Context: an optimization exercise on an open-source flow, tuned for small area, a short achievable clock period and few clock cycles per item. The choices shown serve that exercise and are no tape-out recipe.
Function was checked by simulation only, so behaviour that the tests miss may differ from the original.

### flow/design.v
module mdu (
   input  logic        clk,
   input  logic        rst_n,
   input  logic        start,
   input  logic [3:0]  opMDU,
   input  logic [31:0] SrcA,
   input  logic [31:0] SrcB,
   output logic        busy,
   output logic        stall_req,
   output logic [31:0] HI,
   output logic [31:0] LO
);
   localparam int SD = 2;    
   logic w_isMult, w_isMultu, w_isDiv, w_isDivu, w_isMul, w_isDv, w_isMD;
   assign w_isMult  = (opMDU == 4'd1);
   assign w_isMultu = (opMDU == 4'd2);
   assign w_isDiv   = (opMDU == 4'd3);
   assign w_isDivu  = (opMDU == 4'd4);
   assign w_isMul   = w_isMult | w_isMultu;
   assign w_isDv    = w_isDiv | w_isDivu;
   assign w_isMD    = w_isMul | w_isDv;
   logic r_busy;
   logic w_go;
   assign w_go = start & ~r_busy;
   logic [31:0] r_hi, r_lo;
   logic [32:0] r_m;       
   logic [32:0] r_a;       
   logic [31:0] r_p;       
   logic        r_yp;      
   logic        r_yx;      
   logic [1:0]  r_n;       
   logic [3:0]  r_cnt;     
   logic        r_dv;      
   logic        r_sq, r_sr;  
   logic        r_dci;     
   function automatic logic [1:0] ngrp(input logic [31:0] x, input logic sgn);
      logic e;
      e = sgn & x[31];
      if (x[31:15] == {17{e}}) ngrp = 2'd1;
      else if (x[31] == e)     ngrp = 2'd2;
      else                     ngrp = 2'd3;
   endfunction
   logic [1:0]  w_nA, w_nB, w_nMin;
   logic        w_swap;
   logic [31:0] w_x, w_y;
   assign w_nA   = ngrp(SrcA, w_isMult);
   assign w_nB   = ngrp(SrcB, w_isMult);
   assign w_swap = (w_nA < w_nB);
   assign w_x    = w_swap ? SrcB : SrcA;
   assign w_y    = w_swap ? SrcA : SrcB;
   assign w_nMin = w_swap ? w_nA : w_nB;
   logic        w_sA, w_sB;
   logic [31:0] w_absA, w_bx;
   logic        w_dz, w_q0, w_c24, w_c16, w_c8;
   assign w_sA   = w_isDiv & SrcA[31];
   assign w_sB   = w_isDiv & SrcB[31];
   mdu_cneg u_negA (.x(SrcA), .n(w_sA), .y(w_absA));
   assign w_bx   = SrcB ^ {32{~w_sB}};
   assign w_dz   = (SrcB == 32'd0);
   mdu_ltu u_lt0  (.a(w_absA),                  .nb(w_bx), .ci(~w_sB), .lt(w_q0));
   mdu_ltu u_lt24 (.a({8'd0,  w_absA[31:8]}),  .nb(w_bx), .ci(~w_sB), .lt(w_c24));
   mdu_ltu u_lt16 (.a({16'd0, w_absA[31:16]}), .nb(w_bx), .ci(~w_sB), .lt(w_c16));
   mdu_ltu u_lt8  (.a({24'd0, w_absA[31:24]}), .nb(w_bx), .ci(~w_sB), .lt(w_c8));
   logic [32:0] w_dvR;
   logic [31:0] w_dvQ;
   logic [3:0]  w_dvCnt;
   always_comb begin
      if (w_c24) begin
         w_dvR = {9'd0, w_absA[31:8]};  w_dvQ = {w_absA[7:0], 24'd0};
         w_dvCnt = 4'(8/SD - 1);
      end else if (w_c16) begin
         w_dvR = {17'd0, w_absA[31:16]}; w_dvQ = {w_absA[15:0], 16'd0};
         w_dvCnt = 4'(16/SD - 1);
      end else if (w_c8) begin
         w_dvR = {25'd0, w_absA[31:24]}; w_dvQ = {w_absA[23:0], 8'd0};
         w_dvCnt = 4'(24/SD - 1);
      end else begin
         w_dvR = 33'd0; w_dvQ = w_absA;
         w_dvCnt = 4'(32/SD - 1);
      end
   end
   localparam int TW = 50;
   logic        w_ext;
   logic [15:0] w_yb;
   logic [16:0] w_yw;
   assign w_ext = (r_n == 2'd3) & (r_cnt == 4'd0);
   assign w_yb  = w_ext ? {16{r_yx}} : r_p[15:0];
   assign w_yw  = {w_yb, r_yp};
   logic [33:0]   w_pp [8];
   logic [7:0]    w_neg;
   logic [33:0]   w_mx;
   assign w_mx = {r_m[32], r_m};
   for (genvar i = 0; i < 8; i++) begin : g_booth
      logic b0, b1, b2, one, two;
      logic [33:0] pv;
      assign b0  = w_yw[2*i];
      assign b1  = w_yw[2*i+1];
      assign b2  = w_yw[2*i+2];
      assign one = b1 ^ b0;
      assign two = (b2 & ~b1 & ~b0) | (~b2 & b1 & b0);
      assign w_neg[i] = b2;
      assign pv  = (({34{one}} & w_mx) | ({34{two}} & {w_mx[32:0], 1'b0})) ^ {34{b2}};
      assign w_pp[i] = {~pv[33], pv[32:0]};
   end
   logic [TW-1:0] w_t;
   mdu_mtree u_tree (
      .acc({~r_a[32], r_a[31:0]}),
      .pp0(w_pp[0]), .pp1(w_pp[1]), .pp2(w_pp[2]), .pp3(w_pp[3]),
      .pp4(w_pp[4]), .pp5(w_pp[5]), .pp6(w_pp[6]), .pp7(w_pp[7]),
      .neg(w_neg), .t(w_t));
   logic [63:0] w_prod;
   always_comb begin
      case (r_n)
         2'd1:    w_prod = {{(64-TW){w_t[TW-1]}}, w_t};
         2'd2:    w_prod = {w_t[47:0], r_p[31:16]};
         default: w_prod = {w_t[31:0], r_p};
      endcase
   end
   logic [32:0] w_sr [SD+1];
   logic [31:0] w_sq [SD+1];
   logic [32:0] w_dn;
   assign w_sr[0] = r_a;
   assign w_sq[0] = r_p;
   assign w_dn    = {1'b1, r_m[31:0]};
   for (genvar s = 0; s < SD; s++) begin : g_dstep
      logic [32:0] rr, df;
      logic        cy;
      assign rr = {w_sr[s][31:0], w_sq[s][31]};
      mdu_rca #(.W(33)) u_sub (.a(rr), .b(w_dn), .ci(r_dci), .s(df), .co(cy));
      assign w_sr[s+1] = cy ? df : rr;
      assign w_sq[s+1] = {w_sq[s][30:0], cy};
   end
   logic [32:0] w_dR;
   logic [31:0] w_dQ;
   assign w_dR = w_sr[SD];
   assign w_dQ = w_sq[SD];
   logic [31:0] w_divHi, w_divLo;
   mdu_cneg u_negR (.x(w_dR[31:0]), .n(r_sr), .y(w_divHi));
   mdu_cneg u_negQ (.x(w_dQ), .n(r_sq), .y(w_divLo));
   logic w_acc_md, w_last;
   assign w_acc_md = w_go & w_isMD & ~(w_isDv & (w_dz | w_q0));
   assign w_last   = r_busy & (r_cnt == 4'd0);
   always_ff @(posedge clk or negedge rst_n) begin
      if (!rst_n) r_busy <= 1'b0;
      else if (w_acc_md) r_busy <= 1'b1;
      else if (w_last) r_busy <= 1'b0;
   end
   always_ff @(posedge clk) begin
      if (!r_busy) begin
         r_dv <= w_isDv;
         r_sq <= w_sA ^ w_sB;
         r_sr <= w_sA;
         r_dci <= ~w_sB;
         r_yp <= 1'b0;
         r_yx <= w_isMult & w_y[31];
         r_n  <= w_nMin;
         if (w_isDv) begin
            r_m   <= {1'b1, w_bx};
            r_a   <= w_dvR;
            r_p   <= w_dvQ;
            r_cnt <= w_dvCnt;
         end else begin
            r_m   <= {w_isMult & w_x[31], w_x};
            r_a   <= 33'd0;
            r_p   <= w_y;
            r_cnt <= 4'(w_nMin - 2'd1);
         end
      end else begin
         r_cnt <= r_cnt - 4'd1;
         if (r_dv) begin
            r_a <= w_dR;
            r_p <= w_dQ;
         end else begin
            r_a  <= w_t[48:16];
            r_p  <= {w_t[15:0], r_p[31:16]};
            r_yp <= w_yb[15];
         end
      end
   end
   always_ff @(posedge clk or negedge rst_n) begin
      if (!rst_n) begin
         r_hi <= 32'd0;
         r_lo <= 32'd0;
      end else if (w_last) begin
         if (r_dv) begin
            r_hi <= w_divHi;
            r_lo <= w_divLo;
         end else begin
            r_hi <= w_prod[63:32];
            r_lo <= w_prod[31:0];
         end
      end else if (w_go) begin
         if (opMDU == 4'd5 || (w_isDv && !w_dz && w_q0))
            r_hi <= SrcA;
         if (opMDU == 4'd6)
            r_lo <= SrcA;
         else if (w_isDv && !w_dz && w_q0)
            r_lo <= 32'd0;
      end
   end
   assign busy      = r_busy;
   assign stall_req = r_busy | (start & w_isMD);
   assign HI        = r_hi;
   assign LO        = r_lo;
endmodule
module mdu_rca #(parameter int W = 8) (
   input  logic [W-1:0] a,
   input  logic [W-1:0] b,
   input  logic         ci,
   output logic [W-1:0] s,
   output logic         co
);
   logic [W:0] c;
   assign c[0] = ci;
   for (genvar i = 0; i < W; i++) begin : g_bit
      assign s[i]   = a[i] ^ b[i] ^ c[i];
      assign c[i+1] = (a[i] & b[i]) | ((a[i] ^ b[i]) & c[i]);
   end
   assign co = c[W];
endmodule
module mdu_cneg (
   input  logic [31:0] x,
   input  logic        n,
   output logic [31:0] y
);
   logic [32:0] c;
   logic [31:0] xi;
   assign xi   = x ^ {32{n}};
   assign c[0] = n;
   for (genvar i = 0; i < 32; i++) begin : g_bit
      assign y[i]   = xi[i] ^ c[i];
      assign c[i+1] = xi[i] & c[i];
   end
endmodule
module mdu_ltu (
   input  logic [31:0] a,
   input  logic [31:0] nb,
   input  logic        ci,
   output logic        lt
);
   logic [32:0] c;
   assign c[0] = ci;
   for (genvar i = 0; i < 32; i++) begin : g_bit
      assign c[i+1] = (a[i] & nb[i]) | ((a[i] ^ nb[i]) & c[i]);
   end
   assign lt = ~c[32];
endmodule
module mdu_mtree (
   input  logic [32:0] acc,
   input  logic [33:0] pp0,
   input  logic [33:0] pp1,
   input  logic [33:0] pp2,
   input  logic [33:0] pp3,
   input  logic [33:0] pp4,
   input  logic [33:0] pp5,
   input  logic [33:0] pp6,
   input  logic [33:0] pp7,
   input  logic [7:0]  neg,
   output logic [49:0] t
);
   wire hs1 = acc[14] ^ pp0[14];
   wire hc2 = acc[14] & pp0[14];
   wire hs3 = acc[15] ^ pp0[15];
   wire hc4 = acc[15] & pp0[15];
   wire hs5 = acc[16] ^ pp0[16];
   wire hc6 = acc[16] & pp0[16];
   wire hs7 = acc[17] ^ pp0[17];
   wire hc8 = acc[17] & pp0[17];
   wire hs9 = acc[18] ^ pp0[18];
   wire hc10 = acc[18] & pp0[18];
   wire hs11 = acc[19] ^ pp0[19];
   wire hc12 = acc[19] & pp0[19];
   wire hs13 = acc[20] ^ pp0[20];
   wire hc14 = acc[20] & pp0[20];
   wire hs15 = acc[21] ^ pp0[21];
   wire hc16 = acc[21] & pp0[21];
   wire hs17 = acc[22] ^ pp0[22];
   wire hc18 = acc[22] & pp0[22];
   wire hs19 = acc[23] ^ pp0[23];
   wire hc20 = acc[23] & pp0[23];
   wire hs21 = acc[24] ^ pp0[24];
   wire hc22 = acc[24] & pp0[24];
   wire hs23 = acc[25] ^ pp0[25];
   wire hc24 = acc[25] & pp0[25];
   wire hs25 = acc[26] ^ pp0[26];
   wire hc26 = acc[26] & pp0[26];
   wire hs27 = acc[27] ^ pp0[27];
   wire hc28 = acc[27] & pp0[27];
   wire hs29 = acc[28] ^ pp0[28];
   wire hc30 = acc[28] & pp0[28];
   wire hs31 = acc[29] ^ pp0[29];
   wire hc32 = acc[29] & pp0[29];
   wire hs33 = acc[30] ^ pp0[30];
   wire hc34 = acc[30] & pp0[30];
   wire hs35 = acc[31] ^ pp0[31];
   wire hc36 = acc[31] & pp0[31];
   wire fs37 = acc[32] ^ pp0[32] ^ pp1[30];
   wire fc38 = (acc[32] & pp0[32]) | (acc[32] & pp1[30]) | (pp0[32] & pp1[30]);
   wire hs39 = acc[8] ^ pp0[8];
   wire hc40 = acc[8] & pp0[8];
   wire hs41 = acc[9] ^ pp0[9];
   wire hc42 = acc[9] & pp0[9];
   wire fs43 = acc[10] ^ pp0[10] ^ pp1[8];
   wire fc44 = (acc[10] & pp0[10]) | (acc[10] & pp1[8]) | (pp0[10] & pp1[8]);
   wire hs45 = pp2[6] ^ pp3[4];
   wire hc46 = pp2[6] & pp3[4];
   wire fs47 = acc[11] ^ pp0[11] ^ pp1[9];
   wire fc48 = (acc[11] & pp0[11]) | (acc[11] & pp1[9]) | (pp0[11] & pp1[9]);
   wire hs49 = pp2[7] ^ pp3[5];
   wire hc50 = pp2[7] & pp3[5];
   wire fs51 = acc[12] ^ pp0[12] ^ pp1[10];
   wire fc52 = (acc[12] & pp0[12]) | (acc[12] & pp1[10]) | (pp0[12] & pp1[10]);
   wire fs53 = pp2[8] ^ pp3[6] ^ pp4[4];
   wire fc54 = (pp2[8] & pp3[6]) | (pp2[8] & pp4[4]) | (pp3[6] & pp4[4]);
   wire hs55 = pp5[2] ^ pp6[0];
   wire hc56 = pp5[2] & pp6[0];
   wire fs57 = acc[13] ^ pp0[13] ^ pp1[11];
   wire fc58 = (acc[13] & pp0[13]) | (acc[13] & pp1[11]) | (pp0[13] & pp1[11]);
   wire fs59 = pp2[9] ^ pp3[7] ^ pp4[5];
   wire fc60 = (pp2[9] & pp3[7]) | (pp2[9] & pp4[5]) | (pp3[7] & pp4[5]);
   wire hs61 = pp5[3] ^ pp6[1];
   wire hc62 = pp5[3] & pp6[1];
   wire fs63 = hs1 ^ pp1[12] ^ pp2[10];
   wire fc64 = (hs1 & pp1[12]) | (hs1 & pp2[10]) | (pp1[12] & pp2[10]);
   wire fs65 = pp3[8] ^ pp4[6] ^ pp5[4];
   wire fc66 = (pp3[8] & pp4[6]) | (pp3[8] & pp5[4]) | (pp4[6] & pp5[4]);
   wire fs67 = pp6[2] ^ pp7[0] ^ neg[7];
   wire fc68 = (pp6[2] & pp7[0]) | (pp6[2] & neg[7]) | (pp7[0] & neg[7]);
   wire fs69 = hs3 ^ pp1[13] ^ pp2[11];
   wire fc70 = (hs3 & pp1[13]) | (hs3 & pp2[11]) | (pp1[13] & pp2[11]);
   wire fs71 = pp3[9] ^ pp4[7] ^ pp5[5];
   wire fc72 = (pp3[9] & pp4[7]) | (pp3[9] & pp5[5]) | (pp4[7] & pp5[5]);
   wire fs73 = pp6[3] ^ pp7[1] ^ hc2;
   wire fc74 = (pp6[3] & pp7[1]) | (pp6[3] & hc2) | (pp7[1] & hc2);
   wire fs75 = hs5 ^ pp1[14] ^ pp2[12];
   wire fc76 = (hs5 & pp1[14]) | (hs5 & pp2[12]) | (pp1[14] & pp2[12]);
   wire fs77 = pp3[10] ^ pp4[8] ^ pp5[6];
   wire fc78 = (pp3[10] & pp4[8]) | (pp3[10] & pp5[6]) | (pp4[8] & pp5[6]);
   wire fs79 = pp6[4] ^ pp7[2] ^ hc4;
   wire fc80 = (pp6[4] & pp7[2]) | (pp6[4] & hc4) | (pp7[2] & hc4);
   wire fs81 = hs7 ^ pp1[15] ^ pp2[13];
   wire fc82 = (hs7 & pp1[15]) | (hs7 & pp2[13]) | (pp1[15] & pp2[13]);
   wire fs83 = pp3[11] ^ pp4[9] ^ pp5[7];
   wire fc84 = (pp3[11] & pp4[9]) | (pp3[11] & pp5[7]) | (pp4[9] & pp5[7]);
   wire fs85 = pp6[5] ^ pp7[3] ^ hc6;
   wire fc86 = (pp6[5] & pp7[3]) | (pp6[5] & hc6) | (pp7[3] & hc6);
   wire fs87 = hs9 ^ pp1[16] ^ pp2[14];
   wire fc88 = (hs9 & pp1[16]) | (hs9 & pp2[14]) | (pp1[16] & pp2[14]);
   wire fs89 = pp3[12] ^ pp4[10] ^ pp5[8];
   wire fc90 = (pp3[12] & pp4[10]) | (pp3[12] & pp5[8]) | (pp4[10] & pp5[8]);
   wire fs91 = pp6[6] ^ pp7[4] ^ hc8;
   wire fc92 = (pp6[6] & pp7[4]) | (pp6[6] & hc8) | (pp7[4] & hc8);
   wire fs93 = hs11 ^ pp1[17] ^ pp2[15];
   wire fc94 = (hs11 & pp1[17]) | (hs11 & pp2[15]) | (pp1[17] & pp2[15]);
   wire fs95 = pp3[13] ^ pp4[11] ^ pp5[9];
   wire fc96 = (pp3[13] & pp4[11]) | (pp3[13] & pp5[9]) | (pp4[11] & pp5[9]);
   wire fs97 = pp6[7] ^ pp7[5] ^ hc10;
   wire fc98 = (pp6[7] & pp7[5]) | (pp6[7] & hc10) | (pp7[5] & hc10);
   wire fs99 = hs13 ^ pp1[18] ^ pp2[16];
   wire fc100 = (hs13 & pp1[18]) | (hs13 & pp2[16]) | (pp1[18] & pp2[16]);
   wire fs101 = pp3[14] ^ pp4[12] ^ pp5[10];
   wire fc102 = (pp3[14] & pp4[12]) | (pp3[14] & pp5[10]) | (pp4[12] & pp5[10]);
   wire fs103 = pp6[8] ^ pp7[6] ^ hc12;
   wire fc104 = (pp6[8] & pp7[6]) | (pp6[8] & hc12) | (pp7[6] & hc12);
   wire fs105 = hs15 ^ pp1[19] ^ pp2[17];
   wire fc106 = (hs15 & pp1[19]) | (hs15 & pp2[17]) | (pp1[19] & pp2[17]);
   wire fs107 = pp3[15] ^ pp4[13] ^ pp5[11];
   wire fc108 = (pp3[15] & pp4[13]) | (pp3[15] & pp5[11]) | (pp4[13] & pp5[11]);
   wire fs109 = pp6[9] ^ pp7[7] ^ hc14;
   wire fc110 = (pp6[9] & pp7[7]) | (pp6[9] & hc14) | (pp7[7] & hc14);
   wire fs111 = hs17 ^ pp1[20] ^ pp2[18];
   wire fc112 = (hs17 & pp1[20]) | (hs17 & pp2[18]) | (pp1[20] & pp2[18]);
   wire fs113 = pp3[16] ^ pp4[14] ^ pp5[12];
   wire fc114 = (pp3[16] & pp4[14]) | (pp3[16] & pp5[12]) | (pp4[14] & pp5[12]);
   wire fs115 = pp6[10] ^ pp7[8] ^ hc16;
   wire fc116 = (pp6[10] & pp7[8]) | (pp6[10] & hc16) | (pp7[8] & hc16);
   wire fs117 = hs19 ^ pp1[21] ^ pp2[19];
   wire fc118 = (hs19 & pp1[21]) | (hs19 & pp2[19]) | (pp1[21] & pp2[19]);
   wire fs119 = pp3[17] ^ pp4[15] ^ pp5[13];
   wire fc120 = (pp3[17] & pp4[15]) | (pp3[17] & pp5[13]) | (pp4[15] & pp5[13]);
   wire fs121 = pp6[11] ^ pp7[9] ^ hc18;
   wire fc122 = (pp6[11] & pp7[9]) | (pp6[11] & hc18) | (pp7[9] & hc18);
   wire fs123 = hs21 ^ pp1[22] ^ pp2[20];
   wire fc124 = (hs21 & pp1[22]) | (hs21 & pp2[20]) | (pp1[22] & pp2[20]);
   wire fs125 = pp3[18] ^ pp4[16] ^ pp5[14];
   wire fc126 = (pp3[18] & pp4[16]) | (pp3[18] & pp5[14]) | (pp4[16] & pp5[14]);
   wire fs127 = pp6[12] ^ pp7[10] ^ hc20;
   wire fc128 = (pp6[12] & pp7[10]) | (pp6[12] & hc20) | (pp7[10] & hc20);
   wire fs129 = hs23 ^ pp1[23] ^ pp2[21];
   wire fc130 = (hs23 & pp1[23]) | (hs23 & pp2[21]) | (pp1[23] & pp2[21]);
   wire fs131 = pp3[19] ^ pp4[17] ^ pp5[15];
   wire fc132 = (pp3[19] & pp4[17]) | (pp3[19] & pp5[15]) | (pp4[17] & pp5[15]);
   wire fs133 = pp6[13] ^ pp7[11] ^ hc22;
   wire fc134 = (pp6[13] & pp7[11]) | (pp6[13] & hc22) | (pp7[11] & hc22);
   wire fs135 = hs25 ^ pp1[24] ^ pp2[22];
   wire fc136 = (hs25 & pp1[24]) | (hs25 & pp2[22]) | (pp1[24] & pp2[22]);
   wire fs137 = pp3[20] ^ pp4[18] ^ pp5[16];
   wire fc138 = (pp3[20] & pp4[18]) | (pp3[20] & pp5[16]) | (pp4[18] & pp5[16]);
   wire fs139 = pp6[14] ^ pp7[12] ^ hc24;
   wire fc140 = (pp6[14] & pp7[12]) | (pp6[14] & hc24) | (pp7[12] & hc24);
   wire fs141 = hs27 ^ pp1[25] ^ pp2[23];
   wire fc142 = (hs27 & pp1[25]) | (hs27 & pp2[23]) | (pp1[25] & pp2[23]);
   wire fs143 = pp3[21] ^ pp4[19] ^ pp5[17];
   wire fc144 = (pp3[21] & pp4[19]) | (pp3[21] & pp5[17]) | (pp4[19] & pp5[17]);
   wire fs145 = pp6[15] ^ pp7[13] ^ hc26;
   wire fc146 = (pp6[15] & pp7[13]) | (pp6[15] & hc26) | (pp7[13] & hc26);
   wire fs147 = hs29 ^ pp1[26] ^ pp2[24];
   wire fc148 = (hs29 & pp1[26]) | (hs29 & pp2[24]) | (pp1[26] & pp2[24]);
   wire fs149 = pp3[22] ^ pp4[20] ^ pp5[18];
   wire fc150 = (pp3[22] & pp4[20]) | (pp3[22] & pp5[18]) | (pp4[20] & pp5[18]);
   wire fs151 = pp6[16] ^ pp7[14] ^ hc28;
   wire fc152 = (pp6[16] & pp7[14]) | (pp6[16] & hc28) | (pp7[14] & hc28);
   wire fs153 = hs31 ^ pp1[27] ^ pp2[25];
   wire fc154 = (hs31 & pp1[27]) | (hs31 & pp2[25]) | (pp1[27] & pp2[25]);
   wire fs155 = pp3[23] ^ pp4[21] ^ pp5[19];
   wire fc156 = (pp3[23] & pp4[21]) | (pp3[23] & pp5[19]) | (pp4[21] & pp5[19]);
   wire fs157 = pp6[17] ^ pp7[15] ^ hc30;
   wire fc158 = (pp6[17] & pp7[15]) | (pp6[17] & hc30) | (pp7[15] & hc30);
   wire fs159 = hs33 ^ pp1[28] ^ pp2[26];
   wire fc160 = (hs33 & pp1[28]) | (hs33 & pp2[26]) | (pp1[28] & pp2[26]);
   wire fs161 = pp3[24] ^ pp4[22] ^ pp5[20];
   wire fc162 = (pp3[24] & pp4[22]) | (pp3[24] & pp5[20]) | (pp4[22] & pp5[20]);
   wire fs163 = pp6[18] ^ pp7[16] ^ hc32;
   wire fc164 = (pp6[18] & pp7[16]) | (pp6[18] & hc32) | (pp7[16] & hc32);
   wire fs165 = hs35 ^ pp1[29] ^ pp2[27];
   wire fc166 = (hs35 & pp1[29]) | (hs35 & pp2[27]) | (pp1[29] & pp2[27]);
   wire fs167 = pp3[25] ^ pp4[23] ^ pp5[21];
   wire fc168 = (pp3[25] & pp4[23]) | (pp3[25] & pp5[21]) | (pp4[23] & pp5[21]);
   wire fs169 = pp6[19] ^ pp7[17] ^ hc34;
   wire fc170 = (pp6[19] & pp7[17]) | (pp6[19] & hc34) | (pp7[17] & hc34);
   wire fs171 = fs37 ^ pp2[28] ^ pp3[26];
   wire fc172 = (fs37 & pp2[28]) | (fs37 & pp3[26]) | (pp2[28] & pp3[26]);
   wire fs173 = pp4[24] ^ pp5[22] ^ pp6[20];
   wire fc174 = (pp4[24] & pp5[22]) | (pp4[24] & pp6[20]) | (pp5[22] & pp6[20]);
   wire fs175 = pp7[18] ^ 1'b1 ^ hc36;
   wire fc176 = (pp7[18] & 1'b1) | (pp7[18] & hc36) | (1'b1 & hc36);
   wire fs177 = pp0[33] ^ pp1[31] ^ pp2[29];
   wire fc178 = (pp0[33] & pp1[31]) | (pp0[33] & pp2[29]) | (pp1[31] & pp2[29]);
   wire fs179 = pp3[27] ^ pp4[25] ^ pp5[23];
   wire fc180 = (pp3[27] & pp4[25]) | (pp3[27] & pp5[23]) | (pp4[25] & pp5[23]);
   wire fs181 = pp6[21] ^ pp7[19] ^ fc38;
   wire fc182 = (pp6[21] & pp7[19]) | (pp6[21] & fc38) | (pp7[19] & fc38);
   wire fs183 = pp1[32] ^ pp2[30] ^ pp3[28];
   wire fc184 = (pp1[32] & pp2[30]) | (pp1[32] & pp3[28]) | (pp2[30] & pp3[28]);
   wire fs185 = pp4[26] ^ pp5[24] ^ pp6[22];
   wire fc186 = (pp4[26] & pp5[24]) | (pp4[26] & pp6[22]) | (pp5[24] & pp6[22]);
   wire hs187 = pp7[20] ^ 1'b1;
   wire hc188 = pp7[20] & 1'b1;
   wire fs189 = pp1[33] ^ pp2[31] ^ pp3[29];
   wire fc190 = (pp1[33] & pp2[31]) | (pp1[33] & pp3[29]) | (pp2[31] & pp3[29]);
   wire fs191 = pp4[27] ^ pp5[25] ^ pp6[23];
   wire fc192 = (pp4[27] & pp5[25]) | (pp4[27] & pp6[23]) | (pp5[25] & pp6[23]);
   wire fs193 = pp2[32] ^ pp3[30] ^ pp4[28];
   wire fc194 = (pp2[32] & pp3[30]) | (pp2[32] & pp4[28]) | (pp3[30] & pp4[28]);
   wire hs195 = pp5[26] ^ pp6[24];
   wire hc196 = pp5[26] & pp6[24];
   wire fs197 = pp2[33] ^ pp3[31] ^ pp4[29];
   wire fc198 = (pp2[33] & pp3[31]) | (pp2[33] & pp4[29]) | (pp3[31] & pp4[29]);
   wire hs199 = pp3[32] ^ pp4[30];
   wire hc200 = pp3[32] & pp4[30];
   wire hs201 = acc[4] ^ pp0[4];
   wire hc202 = acc[4] & pp0[4];
   wire hs203 = acc[5] ^ pp0[5];
   wire hc204 = acc[5] & pp0[5];
   wire fs205 = acc[6] ^ pp0[6] ^ pp1[4];
   wire fc206 = (acc[6] & pp0[6]) | (acc[6] & pp1[4]) | (pp0[6] & pp1[4]);
   wire hs207 = pp2[2] ^ pp3[0];
   wire hc208 = pp2[2] & pp3[0];
   wire fs209 = acc[7] ^ pp0[7] ^ pp1[5];
   wire fc210 = (acc[7] & pp0[7]) | (acc[7] & pp1[5]) | (pp0[7] & pp1[5]);
   wire hs211 = pp2[3] ^ pp3[1];
   wire hc212 = pp2[3] & pp3[1];
   wire fs213 = hs39 ^ pp1[6] ^ pp2[4];
   wire fc214 = (hs39 & pp1[6]) | (hs39 & pp2[4]) | (pp1[6] & pp2[4]);
   wire fs215 = pp3[2] ^ pp4[0] ^ neg[4];
   wire fc216 = (pp3[2] & pp4[0]) | (pp3[2] & neg[4]) | (pp4[0] & neg[4]);
   wire fs217 = hs41 ^ pp1[7] ^ pp2[5];
   wire fc218 = (hs41 & pp1[7]) | (hs41 & pp2[5]) | (pp1[7] & pp2[5]);
   wire fs219 = pp3[3] ^ pp4[1] ^ hc40;
   wire fc220 = (pp3[3] & pp4[1]) | (pp3[3] & hc40) | (pp4[1] & hc40);
   wire fs221 = fs43 ^ hs45 ^ pp4[2];
   wire fc222 = (fs43 & hs45) | (fs43 & pp4[2]) | (hs45 & pp4[2]);
   wire fs223 = pp5[0] ^ neg[5] ^ hc42;
   wire fc224 = (pp5[0] & neg[5]) | (pp5[0] & hc42) | (neg[5] & hc42);
   wire fs225 = fs47 ^ hs49 ^ pp4[3];
   wire fc226 = (fs47 & hs49) | (fs47 & pp4[3]) | (hs49 & pp4[3]);
   wire fs227 = pp5[1] ^ fc44 ^ hc46;
   wire fc228 = (pp5[1] & fc44) | (pp5[1] & hc46) | (fc44 & hc46);
   wire fs229 = fs51 ^ fs53 ^ hs55;
   wire fc230 = (fs51 & fs53) | (fs51 & hs55) | (fs53 & hs55);
   wire fs231 = neg[6] ^ fc48 ^ hc50;
   wire fc232 = (neg[6] & fc48) | (neg[6] & hc50) | (fc48 & hc50);
   wire fs233 = fs57 ^ fs59 ^ hs61;
   wire fc234 = (fs57 & fs59) | (fs57 & hs61) | (fs59 & hs61);
   wire fs235 = fc52 ^ fc54 ^ hc56;
   wire fc236 = (fc52 & fc54) | (fc52 & hc56) | (fc54 & hc56);
   wire fs237 = fs63 ^ fs65 ^ fs67;
   wire fc238 = (fs63 & fs65) | (fs63 & fs67) | (fs65 & fs67);
   wire fs239 = fc58 ^ fc60 ^ hc62;
   wire fc240 = (fc58 & fc60) | (fc58 & hc62) | (fc60 & hc62);
   wire fs241 = fs69 ^ fs71 ^ fs73;
   wire fc242 = (fs69 & fs71) | (fs69 & fs73) | (fs71 & fs73);
   wire fs243 = fc64 ^ fc66 ^ fc68;
   wire fc244 = (fc64 & fc66) | (fc64 & fc68) | (fc66 & fc68);
   wire fs245 = fs75 ^ fs77 ^ fs79;
   wire fc246 = (fs75 & fs77) | (fs75 & fs79) | (fs77 & fs79);
   wire fs247 = fc70 ^ fc72 ^ fc74;
   wire fc248 = (fc70 & fc72) | (fc70 & fc74) | (fc72 & fc74);
   wire fs249 = fs81 ^ fs83 ^ fs85;
   wire fc250 = (fs81 & fs83) | (fs81 & fs85) | (fs83 & fs85);
   wire fs251 = fc76 ^ fc78 ^ fc80;
   wire fc252 = (fc76 & fc78) | (fc76 & fc80) | (fc78 & fc80);
   wire fs253 = fs87 ^ fs89 ^ fs91;
   wire fc254 = (fs87 & fs89) | (fs87 & fs91) | (fs89 & fs91);
   wire fs255 = fc82 ^ fc84 ^ fc86;
   wire fc256 = (fc82 & fc84) | (fc82 & fc86) | (fc84 & fc86);
   wire fs257 = fs93 ^ fs95 ^ fs97;
   wire fc258 = (fs93 & fs95) | (fs93 & fs97) | (fs95 & fs97);
   wire fs259 = fc88 ^ fc90 ^ fc92;
   wire fc260 = (fc88 & fc90) | (fc88 & fc92) | (fc90 & fc92);
   wire fs261 = fs99 ^ fs101 ^ fs103;
   wire fc262 = (fs99 & fs101) | (fs99 & fs103) | (fs101 & fs103);
   wire fs263 = fc94 ^ fc96 ^ fc98;
   wire fc264 = (fc94 & fc96) | (fc94 & fc98) | (fc96 & fc98);
   wire fs265 = fs105 ^ fs107 ^ fs109;
   wire fc266 = (fs105 & fs107) | (fs105 & fs109) | (fs107 & fs109);
   wire fs267 = fc100 ^ fc102 ^ fc104;
   wire fc268 = (fc100 & fc102) | (fc100 & fc104) | (fc102 & fc104);
   wire fs269 = fs111 ^ fs113 ^ fs115;
   wire fc270 = (fs111 & fs113) | (fs111 & fs115) | (fs113 & fs115);
   wire fs271 = fc106 ^ fc108 ^ fc110;
   wire fc272 = (fc106 & fc108) | (fc106 & fc110) | (fc108 & fc110);
   wire fs273 = fs117 ^ fs119 ^ fs121;
   wire fc274 = (fs117 & fs119) | (fs117 & fs121) | (fs119 & fs121);
   wire fs275 = fc112 ^ fc114 ^ fc116;
   wire fc276 = (fc112 & fc114) | (fc112 & fc116) | (fc114 & fc116);
   wire fs277 = fs123 ^ fs125 ^ fs127;
   wire fc278 = (fs123 & fs125) | (fs123 & fs127) | (fs125 & fs127);
   wire fs279 = fc118 ^ fc120 ^ fc122;
   wire fc280 = (fc118 & fc120) | (fc118 & fc122) | (fc120 & fc122);
   wire fs281 = fs129 ^ fs131 ^ fs133;
   wire fc282 = (fs129 & fs131) | (fs129 & fs133) | (fs131 & fs133);
   wire fs283 = fc124 ^ fc126 ^ fc128;
   wire fc284 = (fc124 & fc126) | (fc124 & fc128) | (fc126 & fc128);
   wire fs285 = fs135 ^ fs137 ^ fs139;
   wire fc286 = (fs135 & fs137) | (fs135 & fs139) | (fs137 & fs139);
   wire fs287 = fc130 ^ fc132 ^ fc134;
   wire fc288 = (fc130 & fc132) | (fc130 & fc134) | (fc132 & fc134);
   wire fs289 = fs141 ^ fs143 ^ fs145;
   wire fc290 = (fs141 & fs143) | (fs141 & fs145) | (fs143 & fs145);
   wire fs291 = fc136 ^ fc138 ^ fc140;
   wire fc292 = (fc136 & fc138) | (fc136 & fc140) | (fc138 & fc140);
   wire fs293 = fs147 ^ fs149 ^ fs151;
   wire fc294 = (fs147 & fs149) | (fs147 & fs151) | (fs149 & fs151);
   wire fs295 = fc142 ^ fc144 ^ fc146;
   wire fc296 = (fc142 & fc144) | (fc142 & fc146) | (fc144 & fc146);
   wire fs297 = fs153 ^ fs155 ^ fs157;
   wire fc298 = (fs153 & fs155) | (fs153 & fs157) | (fs155 & fs157);
   wire fs299 = fc148 ^ fc150 ^ fc152;
   wire fc300 = (fc148 & fc150) | (fc148 & fc152) | (fc150 & fc152);
   wire fs301 = fs159 ^ fs161 ^ fs163;
   wire fc302 = (fs159 & fs161) | (fs159 & fs163) | (fs161 & fs163);
   wire fs303 = fc154 ^ fc156 ^ fc158;
   wire fc304 = (fc154 & fc156) | (fc154 & fc158) | (fc156 & fc158);
   wire fs305 = fs165 ^ fs167 ^ fs169;
   wire fc306 = (fs165 & fs167) | (fs165 & fs169) | (fs167 & fs169);
   wire fs307 = fc160 ^ fc162 ^ fc164;
   wire fc308 = (fc160 & fc162) | (fc160 & fc164) | (fc162 & fc164);
   wire fs309 = fs171 ^ fs173 ^ fs175;
   wire fc310 = (fs171 & fs173) | (fs171 & fs175) | (fs173 & fs175);
   wire fs311 = fc166 ^ fc168 ^ fc170;
   wire fc312 = (fc166 & fc168) | (fc166 & fc170) | (fc168 & fc170);
   wire fs313 = fs177 ^ fs179 ^ fs181;
   wire fc314 = (fs177 & fs179) | (fs177 & fs181) | (fs179 & fs181);
   wire fs315 = fc172 ^ fc174 ^ fc176;
   wire fc316 = (fc172 & fc174) | (fc172 & fc176) | (fc174 & fc176);
   wire fs317 = fs183 ^ fs185 ^ hs187;
   wire fc318 = (fs183 & fs185) | (fs183 & hs187) | (fs185 & hs187);
   wire fs319 = fc178 ^ fc180 ^ fc182;
   wire fc320 = (fc178 & fc180) | (fc178 & fc182) | (fc180 & fc182);
   wire fs321 = fs189 ^ fs191 ^ pp7[21];
   wire fc322 = (fs189 & fs191) | (fs189 & pp7[21]) | (fs191 & pp7[21]);
   wire fs323 = fc184 ^ fc186 ^ hc188;
   wire fc324 = (fc184 & fc186) | (fc184 & hc188) | (fc186 & hc188);
   wire fs325 = fs193 ^ hs195 ^ pp7[22];
   wire fc326 = (fs193 & hs195) | (fs193 & pp7[22]) | (hs195 & pp7[22]);
   wire fs327 = 1'b1 ^ fc190 ^ fc192;
   wire fc328 = (1'b1 & fc190) | (1'b1 & fc192) | (fc190 & fc192);
   wire fs329 = fs197 ^ pp5[27] ^ pp6[25];
   wire fc330 = (fs197 & pp5[27]) | (fs197 & pp6[25]) | (pp5[27] & pp6[25]);
   wire fs331 = pp7[23] ^ fc194 ^ hc196;
   wire fc332 = (pp7[23] & fc194) | (pp7[23] & hc196) | (fc194 & hc196);
   wire fs333 = hs199 ^ pp5[28] ^ pp6[26];
   wire fc334 = (hs199 & pp5[28]) | (hs199 & pp6[26]) | (pp5[28] & pp6[26]);
   wire fs335 = pp7[24] ^ 1'b1 ^ fc198;
   wire fc336 = (pp7[24] & 1'b1) | (pp7[24] & fc198) | (1'b1 & fc198);
   wire fs337 = pp3[33] ^ pp4[31] ^ pp5[29];
   wire fc338 = (pp3[33] & pp4[31]) | (pp3[33] & pp5[29]) | (pp4[31] & pp5[29]);
   wire fs339 = pp6[27] ^ pp7[25] ^ hc200;
   wire fc340 = (pp6[27] & pp7[25]) | (pp6[27] & hc200) | (pp7[25] & hc200);
   wire fs341 = pp4[32] ^ pp5[30] ^ pp6[28];
   wire fc342 = (pp4[32] & pp5[30]) | (pp4[32] & pp6[28]) | (pp5[30] & pp6[28]);
   wire hs343 = pp7[26] ^ 1'b1;
   wire hc344 = pp7[26] & 1'b1;
   wire fs345 = pp4[33] ^ pp5[31] ^ pp6[29];
   wire fc346 = (pp4[33] & pp5[31]) | (pp4[33] & pp6[29]) | (pp5[31] & pp6[29]);
   wire hs347 = pp5[32] ^ pp6[30];
   wire hc348 = pp5[32] & pp6[30];
   wire hs349 = acc[2] ^ pp0[2];
   wire hc350 = acc[2] & pp0[2];
   wire hs351 = acc[3] ^ pp0[3];
   wire hc352 = acc[3] & pp0[3];
   wire fs353 = hs201 ^ pp1[2] ^ pp2[0];
   wire fc354 = (hs201 & pp1[2]) | (hs201 & pp2[0]) | (pp1[2] & pp2[0]);
   wire fs355 = hs203 ^ pp1[3] ^ pp2[1];
   wire fc356 = (hs203 & pp1[3]) | (hs203 & pp2[1]) | (pp1[3] & pp2[1]);
   wire fs357 = fs205 ^ hs207 ^ neg[3];
   wire fc358 = (fs205 & hs207) | (fs205 & neg[3]) | (hs207 & neg[3]);
   wire fs359 = fs209 ^ hs211 ^ fc206;
   wire fc360 = (fs209 & hs211) | (fs209 & fc206) | (hs211 & fc206);
   wire fs361 = fs213 ^ fs215 ^ fc210;
   wire fc362 = (fs213 & fs215) | (fs213 & fc210) | (fs215 & fc210);
   wire fs363 = fs217 ^ fs219 ^ fc214;
   wire fc364 = (fs217 & fs219) | (fs217 & fc214) | (fs219 & fc214);
   wire fs365 = fs221 ^ fs223 ^ fc218;
   wire fc366 = (fs221 & fs223) | (fs221 & fc218) | (fs223 & fc218);
   wire fs367 = fs225 ^ fs227 ^ fc222;
   wire fc368 = (fs225 & fs227) | (fs225 & fc222) | (fs227 & fc222);
   wire fs369 = fs229 ^ fs231 ^ fc226;
   wire fc370 = (fs229 & fs231) | (fs229 & fc226) | (fs231 & fc226);
   wire fs371 = fs233 ^ fs235 ^ fc230;
   wire fc372 = (fs233 & fs235) | (fs233 & fc230) | (fs235 & fc230);
   wire fs373 = fs237 ^ fs239 ^ fc234;
   wire fc374 = (fs237 & fs239) | (fs237 & fc234) | (fs239 & fc234);
   wire fs375 = fs241 ^ fs243 ^ fc238;
   wire fc376 = (fs241 & fs243) | (fs241 & fc238) | (fs243 & fc238);
   wire fs377 = fs245 ^ fs247 ^ fc242;
   wire fc378 = (fs245 & fs247) | (fs245 & fc242) | (fs247 & fc242);
   wire fs379 = fs249 ^ fs251 ^ fc246;
   wire fc380 = (fs249 & fs251) | (fs249 & fc246) | (fs251 & fc246);
   wire fs381 = fs253 ^ fs255 ^ fc250;
   wire fc382 = (fs253 & fs255) | (fs253 & fc250) | (fs255 & fc250);
   wire fs383 = fs257 ^ fs259 ^ fc254;
   wire fc384 = (fs257 & fs259) | (fs257 & fc254) | (fs259 & fc254);
   wire fs385 = fs261 ^ fs263 ^ fc258;
   wire fc386 = (fs261 & fs263) | (fs261 & fc258) | (fs263 & fc258);
   wire fs387 = fs265 ^ fs267 ^ fc262;
   wire fc388 = (fs265 & fs267) | (fs265 & fc262) | (fs267 & fc262);
   wire fs389 = fs269 ^ fs271 ^ fc266;
   wire fc390 = (fs269 & fs271) | (fs269 & fc266) | (fs271 & fc266);
   wire fs391 = fs273 ^ fs275 ^ fc270;
   wire fc392 = (fs273 & fs275) | (fs273 & fc270) | (fs275 & fc270);
   wire fs393 = fs277 ^ fs279 ^ fc274;
   wire fc394 = (fs277 & fs279) | (fs277 & fc274) | (fs279 & fc274);
   wire fs395 = fs281 ^ fs283 ^ fc278;
   wire fc396 = (fs281 & fs283) | (fs281 & fc278) | (fs283 & fc278);
   wire fs397 = fs285 ^ fs287 ^ fc282;
   wire fc398 = (fs285 & fs287) | (fs285 & fc282) | (fs287 & fc282);
   wire fs399 = fs289 ^ fs291 ^ fc286;
   wire fc400 = (fs289 & fs291) | (fs289 & fc286) | (fs291 & fc286);
   wire fs401 = fs293 ^ fs295 ^ fc290;
   wire fc402 = (fs293 & fs295) | (fs293 & fc290) | (fs295 & fc290);
   wire fs403 = fs297 ^ fs299 ^ fc294;
   wire fc404 = (fs297 & fs299) | (fs297 & fc294) | (fs299 & fc294);
   wire fs405 = fs301 ^ fs303 ^ fc298;
   wire fc406 = (fs301 & fs303) | (fs301 & fc298) | (fs303 & fc298);
   wire fs407 = fs305 ^ fs307 ^ fc302;
   wire fc408 = (fs305 & fs307) | (fs305 & fc302) | (fs307 & fc302);
   wire fs409 = fs309 ^ fs311 ^ fc306;
   wire fc410 = (fs309 & fs311) | (fs309 & fc306) | (fs311 & fc306);
   wire fs411 = fs313 ^ fs315 ^ fc310;
   wire fc412 = (fs313 & fs315) | (fs313 & fc310) | (fs315 & fc310);
   wire fs413 = fs317 ^ fs319 ^ fc314;
   wire fc414 = (fs317 & fs319) | (fs317 & fc314) | (fs319 & fc314);
   wire fs415 = fs321 ^ fs323 ^ fc318;
   wire fc416 = (fs321 & fs323) | (fs321 & fc318) | (fs323 & fc318);
   wire fs417 = fs325 ^ fs327 ^ fc322;
   wire fc418 = (fs325 & fs327) | (fs325 & fc322) | (fs327 & fc322);
   wire fs419 = fs329 ^ fs331 ^ fc326;
   wire fc420 = (fs329 & fs331) | (fs329 & fc326) | (fs331 & fc326);
   wire fs421 = fs333 ^ fs335 ^ fc330;
   wire fc422 = (fs333 & fs335) | (fs333 & fc330) | (fs335 & fc330);
   wire fs423 = fs337 ^ fs339 ^ fc334;
   wire fc424 = (fs337 & fs339) | (fs337 & fc334) | (fs339 & fc334);
   wire fs425 = fs341 ^ hs343 ^ fc338;
   wire fc426 = (fs341 & hs343) | (fs341 & fc338) | (hs343 & fc338);
   wire fs427 = fs345 ^ pp7[27] ^ fc342;
   wire fc428 = (fs345 & pp7[27]) | (fs345 & fc342) | (pp7[27] & fc342);
   wire fs429 = hs347 ^ pp7[28] ^ 1'b1;
   wire fc430 = (hs347 & pp7[28]) | (hs347 & 1'b1) | (pp7[28] & 1'b1);
   wire fs431 = pp5[33] ^ pp6[31] ^ pp7[29];
   wire fc432 = (pp5[33] & pp6[31]) | (pp5[33] & pp7[29]) | (pp6[31] & pp7[29]);
   wire hs433 = pp6[32] ^ pp7[30];
   wire hc434 = pp6[32] & pp7[30];
   wire hs435 = acc[0] ^ pp0[0];
   wire hc436 = acc[0] & pp0[0];
   wire hs437 = acc[1] ^ pp0[1];
   wire hc438 = acc[1] & pp0[1];
   wire fs439 = hs349 ^ pp1[0] ^ neg[1];
   wire fc440 = (hs349 & pp1[0]) | (hs349 & neg[1]) | (pp1[0] & neg[1]);
   wire fs441 = hs351 ^ pp1[1] ^ hc350;
   wire fc442 = (hs351 & pp1[1]) | (hs351 & hc350) | (pp1[1] & hc350);
   wire fs443 = fs353 ^ neg[2] ^ hc352;
   wire fc444 = (fs353 & neg[2]) | (fs353 & hc352) | (neg[2] & hc352);
   wire fs445 = fs355 ^ hc202 ^ fc354;
   wire fc446 = (fs355 & hc202) | (fs355 & fc354) | (hc202 & fc354);
   wire fs447 = fs357 ^ hc204 ^ fc356;
   wire fc448 = (fs357 & hc204) | (fs357 & fc356) | (hc204 & fc356);
   wire fs449 = fs359 ^ hc208 ^ fc358;
   wire fc450 = (fs359 & hc208) | (fs359 & fc358) | (hc208 & fc358);
   wire fs451 = fs361 ^ hc212 ^ fc360;
   wire fc452 = (fs361 & hc212) | (fs361 & fc360) | (hc212 & fc360);
   wire fs453 = fs363 ^ fc216 ^ fc362;
   wire fc454 = (fs363 & fc216) | (fs363 & fc362) | (fc216 & fc362);
   wire fs455 = fs365 ^ fc220 ^ fc364;
   wire fc456 = (fs365 & fc220) | (fs365 & fc364) | (fc220 & fc364);
   wire fs457 = fs367 ^ fc224 ^ fc366;
   wire fc458 = (fs367 & fc224) | (fs367 & fc366) | (fc224 & fc366);
   wire fs459 = fs369 ^ fc228 ^ fc368;
   wire fc460 = (fs369 & fc228) | (fs369 & fc368) | (fc228 & fc368);
   wire fs461 = fs371 ^ fc232 ^ fc370;
   wire fc462 = (fs371 & fc232) | (fs371 & fc370) | (fc232 & fc370);
   wire fs463 = fs373 ^ fc236 ^ fc372;
   wire fc464 = (fs373 & fc236) | (fs373 & fc372) | (fc236 & fc372);
   wire fs465 = fs375 ^ fc240 ^ fc374;
   wire fc466 = (fs375 & fc240) | (fs375 & fc374) | (fc240 & fc374);
   wire fs467 = fs377 ^ fc244 ^ fc376;
   wire fc468 = (fs377 & fc244) | (fs377 & fc376) | (fc244 & fc376);
   wire fs469 = fs379 ^ fc248 ^ fc378;
   wire fc470 = (fs379 & fc248) | (fs379 & fc378) | (fc248 & fc378);
   wire fs471 = fs381 ^ fc252 ^ fc380;
   wire fc472 = (fs381 & fc252) | (fs381 & fc380) | (fc252 & fc380);
   wire fs473 = fs383 ^ fc256 ^ fc382;
   wire fc474 = (fs383 & fc256) | (fs383 & fc382) | (fc256 & fc382);
   wire fs475 = fs385 ^ fc260 ^ fc384;
   wire fc476 = (fs385 & fc260) | (fs385 & fc384) | (fc260 & fc384);
   wire fs477 = fs387 ^ fc264 ^ fc386;
   wire fc478 = (fs387 & fc264) | (fs387 & fc386) | (fc264 & fc386);
   wire fs479 = fs389 ^ fc268 ^ fc388;
   wire fc480 = (fs389 & fc268) | (fs389 & fc388) | (fc268 & fc388);
   wire fs481 = fs391 ^ fc272 ^ fc390;
   wire fc482 = (fs391 & fc272) | (fs391 & fc390) | (fc272 & fc390);
   wire fs483 = fs393 ^ fc276 ^ fc392;
   wire fc484 = (fs393 & fc276) | (fs393 & fc392) | (fc276 & fc392);
   wire fs485 = fs395 ^ fc280 ^ fc394;
   wire fc486 = (fs395 & fc280) | (fs395 & fc394) | (fc280 & fc394);
   wire fs487 = fs397 ^ fc284 ^ fc396;
   wire fc488 = (fs397 & fc284) | (fs397 & fc396) | (fc284 & fc396);
   wire fs489 = fs399 ^ fc288 ^ fc398;
   wire fc490 = (fs399 & fc288) | (fs399 & fc398) | (fc288 & fc398);
   wire fs491 = fs401 ^ fc292 ^ fc400;
   wire fc492 = (fs401 & fc292) | (fs401 & fc400) | (fc292 & fc400);
   wire fs493 = fs403 ^ fc296 ^ fc402;
   wire fc494 = (fs403 & fc296) | (fs403 & fc402) | (fc296 & fc402);
   wire fs495 = fs405 ^ fc300 ^ fc404;
   wire fc496 = (fs405 & fc300) | (fs405 & fc404) | (fc300 & fc404);
   wire fs497 = fs407 ^ fc304 ^ fc406;
   wire fc498 = (fs407 & fc304) | (fs407 & fc406) | (fc304 & fc406);
   wire fs499 = fs409 ^ fc308 ^ fc408;
   wire fc500 = (fs409 & fc308) | (fs409 & fc408) | (fc308 & fc408);
   wire fs501 = fs411 ^ fc312 ^ fc410;
   wire fc502 = (fs411 & fc312) | (fs411 & fc410) | (fc312 & fc410);
   wire fs503 = fs413 ^ fc316 ^ fc412;
   wire fc504 = (fs413 & fc316) | (fs413 & fc412) | (fc316 & fc412);
   wire fs505 = fs415 ^ fc320 ^ fc414;
   wire fc506 = (fs415 & fc320) | (fs415 & fc414) | (fc320 & fc414);
   wire fs507 = fs417 ^ fc324 ^ fc416;
   wire fc508 = (fs417 & fc324) | (fs417 & fc416) | (fc324 & fc416);
   wire fs509 = fs419 ^ fc328 ^ fc418;
   wire fc510 = (fs419 & fc328) | (fs419 & fc418) | (fc328 & fc418);
   wire fs511 = fs421 ^ fc332 ^ fc420;
   wire fc512 = (fs421 & fc332) | (fs421 & fc420) | (fc332 & fc420);
   wire fs513 = fs423 ^ fc336 ^ fc422;
   wire fc514 = (fs423 & fc336) | (fs423 & fc422) | (fc336 & fc422);
   wire fs515 = fs425 ^ fc340 ^ fc424;
   wire fc516 = (fs425 & fc340) | (fs425 & fc424) | (fc340 & fc424);
   wire fs517 = fs427 ^ hc344 ^ fc426;
   wire fc518 = (fs427 & hc344) | (fs427 & fc426) | (hc344 & fc426);
   wire fs519 = fs429 ^ fc346 ^ fc428;
   wire fc520 = (fs429 & fc346) | (fs429 & fc428) | (fc346 & fc428);
   wire fs521 = fs431 ^ hc348 ^ fc430;
   wire fc522 = (fs431 & hc348) | (fs431 & fc430) | (hc348 & fc430);
   wire fs523 = hs433 ^ 1'b1 ^ fc432;
   wire fc524 = (hs433 & 1'b1) | (hs433 & fc432) | (1'b1 & fc432);
   wire fs525 = pp6[33] ^ pp7[31] ^ hc434;
   wire fc526 = (pp6[33] & pp7[31]) | (pp6[33] & hc434) | (pp7[31] & hc434);
   wire hs527 = pp7[32] ^ 1'b1;
   wire hc528 = pp7[32] & 1'b1;
   logic [49:0] xa, xb;
   assign xa = {1'b1, 1'b1, pp7[33], hs527, fs525, fs523, fs521, fs519, fs517, fs515, fs513, fs511, fs509, fs507, fs505, fs503, fs501, fs499, fs497, fs495, fs493, fs491, fs489, fs487, fs485, fs483, fs481, fs479, fs477, fs475, fs473, fs471, fs469, fs467, fs465, fs463, fs461, fs459, fs457, fs455, fs453, fs451, fs449, fs447, fs445, fs443, fs441, fs439, hs437, hs435};
   assign xb = {1'b0, 1'b0, hc528, fc526, fc524, fc522, fc520, fc518, fc516, fc514, fc512, fc510, fc508, fc506, fc504, fc502, fc500, fc498, fc496, fc494, fc492, fc490, fc488, fc486, fc484, fc482, fc480, fc478, fc476, fc474, fc472, fc470, fc468, fc466, fc464, fc462, fc460, fc458, fc456, fc454, fc452, fc450, fc448, fc446, fc444, fc442, fc440, hc438, hc436, neg[0]};
   logic [50:0] c;
   assign c[0] = 1'b0;
   for (genvar i = 0; i < 50; i++) begin : g_cpa
      assign t[i]   = xa[i] ^ xb[i] ^ c[i];
      assign c[i+1] = (xa[i] & xb[i]) | ((xa[i] ^ xb[i]) & c[i]);
   end
endmodule
### flow/flow/run.sh
#!/bin/bash
# The standard layout (standard.sh: ORFS synthesis to finish), except that the
# port buffers are sky130_fd_sc_hd__buf_1 instead of the default delay-buffer
# cell: every input and output port still gets its own buffer.
set -euo pipefail
bash standard.sh 'BUFFER_PORTS_ARGS=-buffer_cell sky130_fd_sc_hd__buf_1' finish > standard_flow.log 2>&1
### flow/standard.sh
#!/bin/bash
# synth_recipe.tcl (not shown) runs the flow's synth.tcl, then flattens the netlist and writes it again
# the make line also repeats each setting of config.mk as NAME=value (left out here)
make -C /OpenROAD-flow-scripts/flow DESIGN_CONFIG=/design/flow/config.mk WORK_HOME=/design/flow/orfs CLKGATE_MAP_FILE= SYNTH_SCRIPT=/design/flow/synth_recipe.tcl "${@:-finish}"
### flow/config.mk
export PLATFORM = sky130hd
export DESIGN_NAME = mdu
export DESIGN_NICKNAME = mdu
export VERILOG_FILES = /design/flow/design.v
export SDC_FILE = /design/flow/constraint.sdc
export NUM_CORES = 4
export LEC_CHECK = 0
export CAP_MARGIN = 20
export CORE_MARGIN = 2
export CORE_UTILIZATION = 40
export SLEW_MARGIN = 20
### flow/constraint.sdc
create_clock -name core_clock -period 105.0 [get_ports {clk}]
set_input_delay 21.0000 -clock core_clock [delete_from_list [all_inputs] [get_ports {clk}]]
set_output_delay 21.0000 -clock core_clock [all_outputs]
set_load 0.01 [all_outputs]
==> results by group, run 1 <==
GRT
  • Initial antenna violation count: 3
  • First-pass GRT wire length: ~170000 µm
  • GRT Overall Usage: between 30% and 40%
  • Global Route met3 Usage: 5.64%
  • Grt ovf: 0
  • Met1 Use GR: 41.8%
  • Pin count of the biggest net entering global routing: ~200
  • Vias in the first global route: about 26000
  • Gr busiest metal: met2
  • Met2 global-route usage: 45.5%

Clock network
  • Root Buffer: clkbuf_16
  • Setup bufs post-CTS: 0
  • CTS tree: yes
  • Inserted Clock Buffers: 17
  • Clock sinks: around 180
  • Gates resized, CTS repair: 0
  • CTS Hold Bufs: 0
  • Maximum buffer depth of the clock tree: 2
  • Max H-tree Level: 4
  • Clk Latency, worst-skew pair: ~480 ps
  • CTS clk-pin slew, worst paths: 70 ps

Detailed routing
  • Initial DRT Pass Iterations: 10
  • # DRC: 0
  • Final ANT Viol Nets: 0
  • DR iter-0 viols: around 3600
  • Wire per inst: 27.5 µm
  • Final WL: about 120000 µm
  • Via count: 26400
  • Vias per cell: 6.17

Die
  • IO Count: 137
  • Core Area: 0.0732 mm²
  • Starting density of the core: between 40% and 50%
  • Die area: 0.0764 mm²
  • Row count: 99
  • Die H: 276 µm
  • Die width: 276 µm

Layout
  • Share of cells above drive strength 1: 6.84%
  • Final Util: 43.2%
  • Layout Nets: 3922
  • Fill count: 7256
  • N_diodes: 0
  • Area Growth Syn to Fin: 6.60%

Timing
  • Final setup fails: 0
  • Unrepaired setup endpoints after global routing: false
  • Fmax: 23.3 MHz
  • Clk_skew: between 10 and 15 ps
  • Final WS setup: 62070 ps
  • Hold Violations, Final: 0
  • Max-slew violation count: 0
  • Worst-Margin Slew: 1170 ps
  • Setup TNS: 0 ps
  • Worst slew margin: a little over a fifth
  • Period utilization: 40.9%
  • Minimum clock period: between 40000 and 50000 ps

Setup path
  • Crit start category: primary input
  • Crit Path Category: in2out
  • Critical Path RT: 84000 ps
  • Crit path DAT: 21930 ps
  • Capturing element type of the critical path: output port
  • CP Max Fanout: 8

Synth
  • Top cells by area, synth: fa_1, ha_1, xnor2_1
  • Most frequent cell after synthesis: inv_1
  • Cell variety after synth: 74
  • Post-synthesis sequential area ratio: 14.2%
  • Synth async-reset ratio: a little under two fifths
  • Most used DFF post-synth: dfxtp_1
  • Synth Warn #: 7
  • Area fraction of the dominant cell type after synthesis: 22.0%
  • Syn Area/Cell: 8.78 µm²
  • Post-synth EDFFs: 40
  • Yosys reg bits: 175
  • Post-synthesis cell area: 0.0297 mm²
  • Mapped Nets: between 3000 and 4000
  • Synth top cells by count: inv_1, fa_1, a22oi_1
  • Leading area contributor after synthesis: fa_1
  • Mapped Cells: 3381

Place
  • GP Congestion: 0.969
  • Port Buf Inserts: ~140
  • Dpl hpwl: 88000 µm
  • Worst slack, placed: 62090 ps

Status
  • Outcome: no timing/DRC/antenna violations

Worst hold path
  • Min-Delay Path Class: reg2reg

Flow run
  • # Max-Cap Violations: 0
[layout make-up]
type                            count  area (µm²)  area share (%)
Clock inverter                     12        95.1           0.300
Multi-Input combinational cell   2448       22800            72.0
Timing Repair Buffer              231        1240            3.91
Clock buffer                       20         479            1.51
Tap cell                          959        1200            3.79
Inverter                          433        1630            5.13
Sequential cell                   175        4230            13.4
[layout by cell type (no fill, tap or decap), types with 31 or more instances in the layout]
cell type,Yosys,layout
buf_1,26,135
edfxtp_1,40,40
a22oi_1,306,306
xnor2_1,297,295
o221a_2,31,31
a221oi_1,42,41
a21oi_1,174,161
a211oi_1,52,52
nand2_1,166,165
nor2_1,207,194
o21ai_0,67,67
ha_1,218,217
inv_1,429,429
nand3_1,46,46
buf_4,4,94
mux2i_1,126,126
xor2_1,106,106
dfrtp_1,65,65
fa_1,327,327
dfxtp_1,70,70
[sequential cells by signal, summed over array words and instances (netlist names)]
name	cells
r_dv	1
r_busy	1
r_sr	1
r_dci	1
r_n	2
r_hi	32
r_m	33
r_cnt	4
r_lo	32
r_yx	1
r_p	32
r_yp	1
r_a	33
r_sq	1
[critical path: stages]
cell and delay [ps]:
buf_1 240, nor2_1 120, xnor2_1 140, nand2_1 90, o21ai_0 170, buf_1 180
[per-layer routing]
metal	part of all wire, %	routed length (µm)
met5	0	0
met4	6.2	7280
met3	11	12500
met2	43	50700
met1	40	47200
[path summary, 6_finish.rpt]
| kind | start | slack (ps) | to | cells past startpoint |
|---|---|---|---|---|
| max reg2reg | r_m[0]$_DFFE_PN_ | 68510 | r_hi[31]$_DFFE_PN0P_ | 108 |
| max in group asynchronous | rst_n | 83700 | r_hi[30]$_DFFE_PN0P_ | 2 |
| min | r_cnt[0]$_DFF_P_ | 510 | r_cnt[0]$_DFF_P_ | 1 |
| min in group asynchronous | rst_n | 20730 | r_lo[11]$_DFFE_PN0P_ | 2 |
| min reg2reg | r_cnt[0]$_DFF_P_ | 510 | r_cnt[0]$_DFF_P_ | 1 |
| max | opMDU[0] | 62070 | stall_req | 6 |
[cells by family after synthesis]
logic type | synth area share (%)
compound gates | 20.0
buf+inv | 9.74
fa+ha+maj | 31.4
simple gates | 7.50
xor+xnor | 11.9
flops | 14.2
mux | 5.32
[stage by stage]
stage	cells	hold slack, ps	cell area (µm²)
after global placement	4246	493	31100
after detailed placement	4246	486	31100
after floorplan	3381	459	29700
after CTS	4278	504	31700
final	4278	509	31700
after global routing	4278	525	31700
Testbench counts, summed over its fixed seeds: cycles 34,922, items 12,000.
==> run 2, diff against run 1 <==
==> flow/run.sh (new file) <==
#!/bin/bash
# synth_recipe.tcl (not shown) runs the flow's synth.tcl, then flattens the netlist and writes it again
# the make line also repeats each setting of config.mk as NAME=value (left out here)
make -C /OpenROAD-flow-scripts/flow DESIGN_CONFIG=/design/flow/config.mk WORK_HOME=/design/flow/orfs CLKGATE_MAP_FILE= SYNTH_SCRIPT=/design/flow/synth_recipe.tcl finish
removed: flow/flow/run.sh
removed: flow/standard.sh
==> results by group, run 2 <==
Place
  • Dpl hpwl: 88500 µm (+0.58%)
  • Worst slack, placed: 61300 ps (-788 ps)
  • Port Buf Inserts: 136 (unchanged)
  • GP Congestion: 0.982 (+1.4%)

Clock network
  • Clock sinks: 175 (unchanged)
  • Inserted Clock Buffers: 17 (unchanged)
  • Clk Latency, worst-skew pair: 510 ps (+30 ps)
  • Maximum buffer depth of the clock tree: 2 (unchanged)
  • CTS tree: yes
  • CTS Hold Bufs: 0 (unchanged)
  • Gates resized, CTS repair: 0 (unchanged)
  • Root Buffer: clkbuf_16
  • CTS clk-pin slew, worst paths: 90 ps (+20 ps)
  • Max H-tree Level: 4 (unchanged)
  • Setup bufs post-CTS: 0 (unchanged)

GRT
  • Grt ovf: 0 (unchanged)
  • Vias in the first global route: 25900 (+1.1%)
  • Initial antenna violation count: 6 (+3)
  • GRT Overall Usage: 30.9% (+0.38 points)
  • First-pass GRT wire length: 176000 µm (+0.96%)
  • Pin count of the biggest net entering global routing: 203 (unchanged)

Synth
  • Synth async-reset ratio: 37.1% (unchanged)
  • Post-synthesis sequential area ratio: 14.2% (unchanged)
  • Leading area contributor after synthesis: fa_1
  • Top cells by area, synth: fa_1, ha_1, xnor2_1
  • Mapped Cells: 3381 (unchanged)
  • Syn Area/Cell: 8.78 µm² (unchanged)
  • Post-synth EDFFs: 40 (unchanged)
  • Post-synthesis cell area: 0.0297 mm² (unchanged)
  • Most used DFF post-synth: dfxtp_1
  • Synth Warn #: 7 (unchanged)
  • Most frequent cell after synthesis: inv_1
  • Synth top cells by count: inv_1, fa_1, a22oi_1
  • Yosys reg bits: 175 (unchanged)
  • Cell variety after synth: 74 (unchanged)
  • Mapped Nets: 3997 (unchanged)
  • Area fraction of the dominant cell type after synthesis: 22.0% (unchanged)

Timing
  • Worst slew margin: 27.3% (+5.9 points)
  • Period utilization: 41.6% (+0.74 points)
  • Setup TNS: 0 ps (unchanged)
  • Final setup fails: 0 (unchanged)
  • Worst-Margin Slew: 1090 ps (-82.6 ps)
  • Unrepaired setup endpoints after global routing: false
  • Fmax: 22.9 MHz (-1.8%)
  • Hold Violations, Final: 0 (unchanged)
  • Max-slew violation count: 0 (unchanged)
  • Clk_skew: 21.2 ps (+7.48 ps)
  • Final WS setup: 61280 ps (-782 ps)
  • Minimum clock period: 43720 ps (+782 ps)

Setup path
  • Crit path DAT: 22720 ps (+790 ps)
  • Critical Path RT: 84000 ps (about the same)
  • CP Max Fanout: 8 (unchanged)
  • Critical Path Most Common Cell: clkdlybuf4s50_1
  • Worst path cell trace: clkdlybuf4s50_1 -> nor2_1 -> xnor2_1 -> nand2_1 -> o21ai_0 -> clkdlybuf4s50_1
  • Worst path max stage delay: 560 ps (+320 ps)
  • Top Family by Delay on Critical Path: buffers and inverters
  • Critical-path top delay cell: clkdlybuf4s50_1
  • Crit path buf inv count: 2 (unchanged)
  • Crit start category: primary input
  • Crit Path Category: in2out
  • Capturing element type of the critical path: output port

Detailed routing
  • Via count: 26500 (+0.36%)
  • Wire per inst: 27.8 µm (+1.1%)
  • DR iter-0 viols: 3882 (+8.3%)
  • Final ANT Viol Nets: 0 (unchanged)
  • Vias per cell: 6.20 (+0.46%)
  • Final WL: 119000 µm (+1.0%)
  • # DRC: 0 (unchanged)
  • Initial DRT Pass Iterations: 8 (-2)

Die
  • IO Count: 137 (unchanged)
  • Die area: 0.0764 mm² (unchanged)
  • Die width: 276 µm (unchanged)
  • Die H: 276 µm (unchanged)
  • Row count: 99 (unchanged)
  • Core Area: 0.0732 mm² (unchanged)
  • Starting density of the core: 40.6% (unchanged)

Layout
  • Most common cell after layout, fill and taps aside: inv_1
  • Commonest non-fill, non-tap cells in the layout: inv_1, fa_1, a22oi_1
  • Share of cells above drive strength 1: 6.73% (-0.11 points)
  • Largest registers: r_a: 33 flops, r_m: 33 flops
  • Layout Nets: 3917 (-0.13%)
  • Area Growth Syn to Fin: 9.44%

Worst hold path
  • Min-Delay Path Class: reg2reg

Status
  • Outcome: no timing/DRC/antenna violations

Flow run
  • # Max-Cap Violations: 0 (unchanged)
run 2: worst reg2reg max path: cells and delay by family, from the launching register on:
kind	cells	cell delay [ps]
buffers and inverters	4	640
AOI/OAI and AO/OA	3	390
DFF	1	780
adders and majority gates	92	32920
muxes	1	380
xor gates and xnor gates	3	470
and+or+nand+nor	4	410
run 2: per-stage QoR:
stage / util, % / area (µm²) / hold slack [ps] / cells
floorplan: - / 29700 / 459 / 3381
global placement: 43.5 / 31900 / 482 / 4241
detailed placement: 43.5 / 31900 / 495 / 4241
CTS: 44.4 / 32500 / 509 / 4273
global route: 44.4 / 32500 / 578 / 4273
finish: 44.4 / 32500 / 526 / 4274
run 2: area by class of cell:
cell class / count / area (µm²)
antenna: 1 / 2.50
clock buffer: 17 / 425
clock inverter: 15 / 190
fill: 7196 / 40700
inverter: 433 / 1630
multi-input combinational: 2448 / 22800
sequential: 175 / 4230
tap: 959 / 1200
timing repair buffer: 226 / 2040
run 2: path summary, 6_finish.rpt:
| kind | cells past startpoint | startpoint | endpoint | slack, ps |
|---|---|---|---|---|
| min in group asynchronous | 2 | rst_n | r_lo[12]$_DFFE_PN0P_ | 20680 |
| setup / recovery | 6 | opMDU[0] | stall_req | 61280 |
| setup reg to reg | 107 | r_m[1]$_DFFE_PN_ | r_hi[31]$_DFFE_PN0P_ | 68860 |
| hold / removal | 1 | r_cnt[0]$_DFF_P_ | r_cnt[0]$_DFF_P_ | 530 |
| hold reg to reg | 1 | r_cnt[0]$_DFF_P_ | r_cnt[0]$_DFF_P_ | 530 |
| max in group asynchronous | 2 | rst_n | r_hi[2]$_DFFE_PN0P_ | 83730 |
run 2: metal layers:
layer	part of all wire, %	global-route usage [%]	up-vias
met5	0	0	-
met4	6.6	17.1	0
met3	10	5.35	364
met2	43	46.4	1628
met1	40	42.0	13100
li1	-	-	11400
run 2: cells by family (layout without fill, tap and decap cells):
| logic type | after synthesis | after routing | share of synthesized area [%] |
|---|---|---|---|
| buffers and inverters | 758 | 691 | 9.74 |
| AOI/OAI and AO/OA | 831 | 831 | 20.0 |
| xor gates and xnor gates | 403 | 403 | 11.9 |
| and+or+nand+nor | 511 | 511 | 7.50 |
| adders and majority gates | 549 | 549 | 31.4 |
| other | 0 | 1 | 0 |
| muxes | 154 | 154 | 5.32 |
| DFF | 175 | 175 | 14.2 |

-- afterwards: timing with drivers on the ports --
Ports are ideal in the flow. The routed layouts listed here were re-timed in OpenROAD.
Step 1, drivers: a clkbuf_16 drives clk and a buf_2 each remaining input, both assumed.
Step 2 also shifts input and output timing later by t, the mid clock arrival at the registers, as if the neighbouring blocks saw the same clock.
a / b / c = ideal ports / drivers / drivers and shift; a / b = the first two.
run	shift t [ns]	setup WS [ns]	cell pins on the clock port's net
run 1	0.526	62.065 / 62.042 / 62.042	1
run 2	0.558	61.283 / 61.262 / 61.262	1
After both steps setup and hold are still met in every run listed. The setup slack of run 1, which loses most, moves by -0.023 ns with the drivers and by -0.023 ns with both steps.
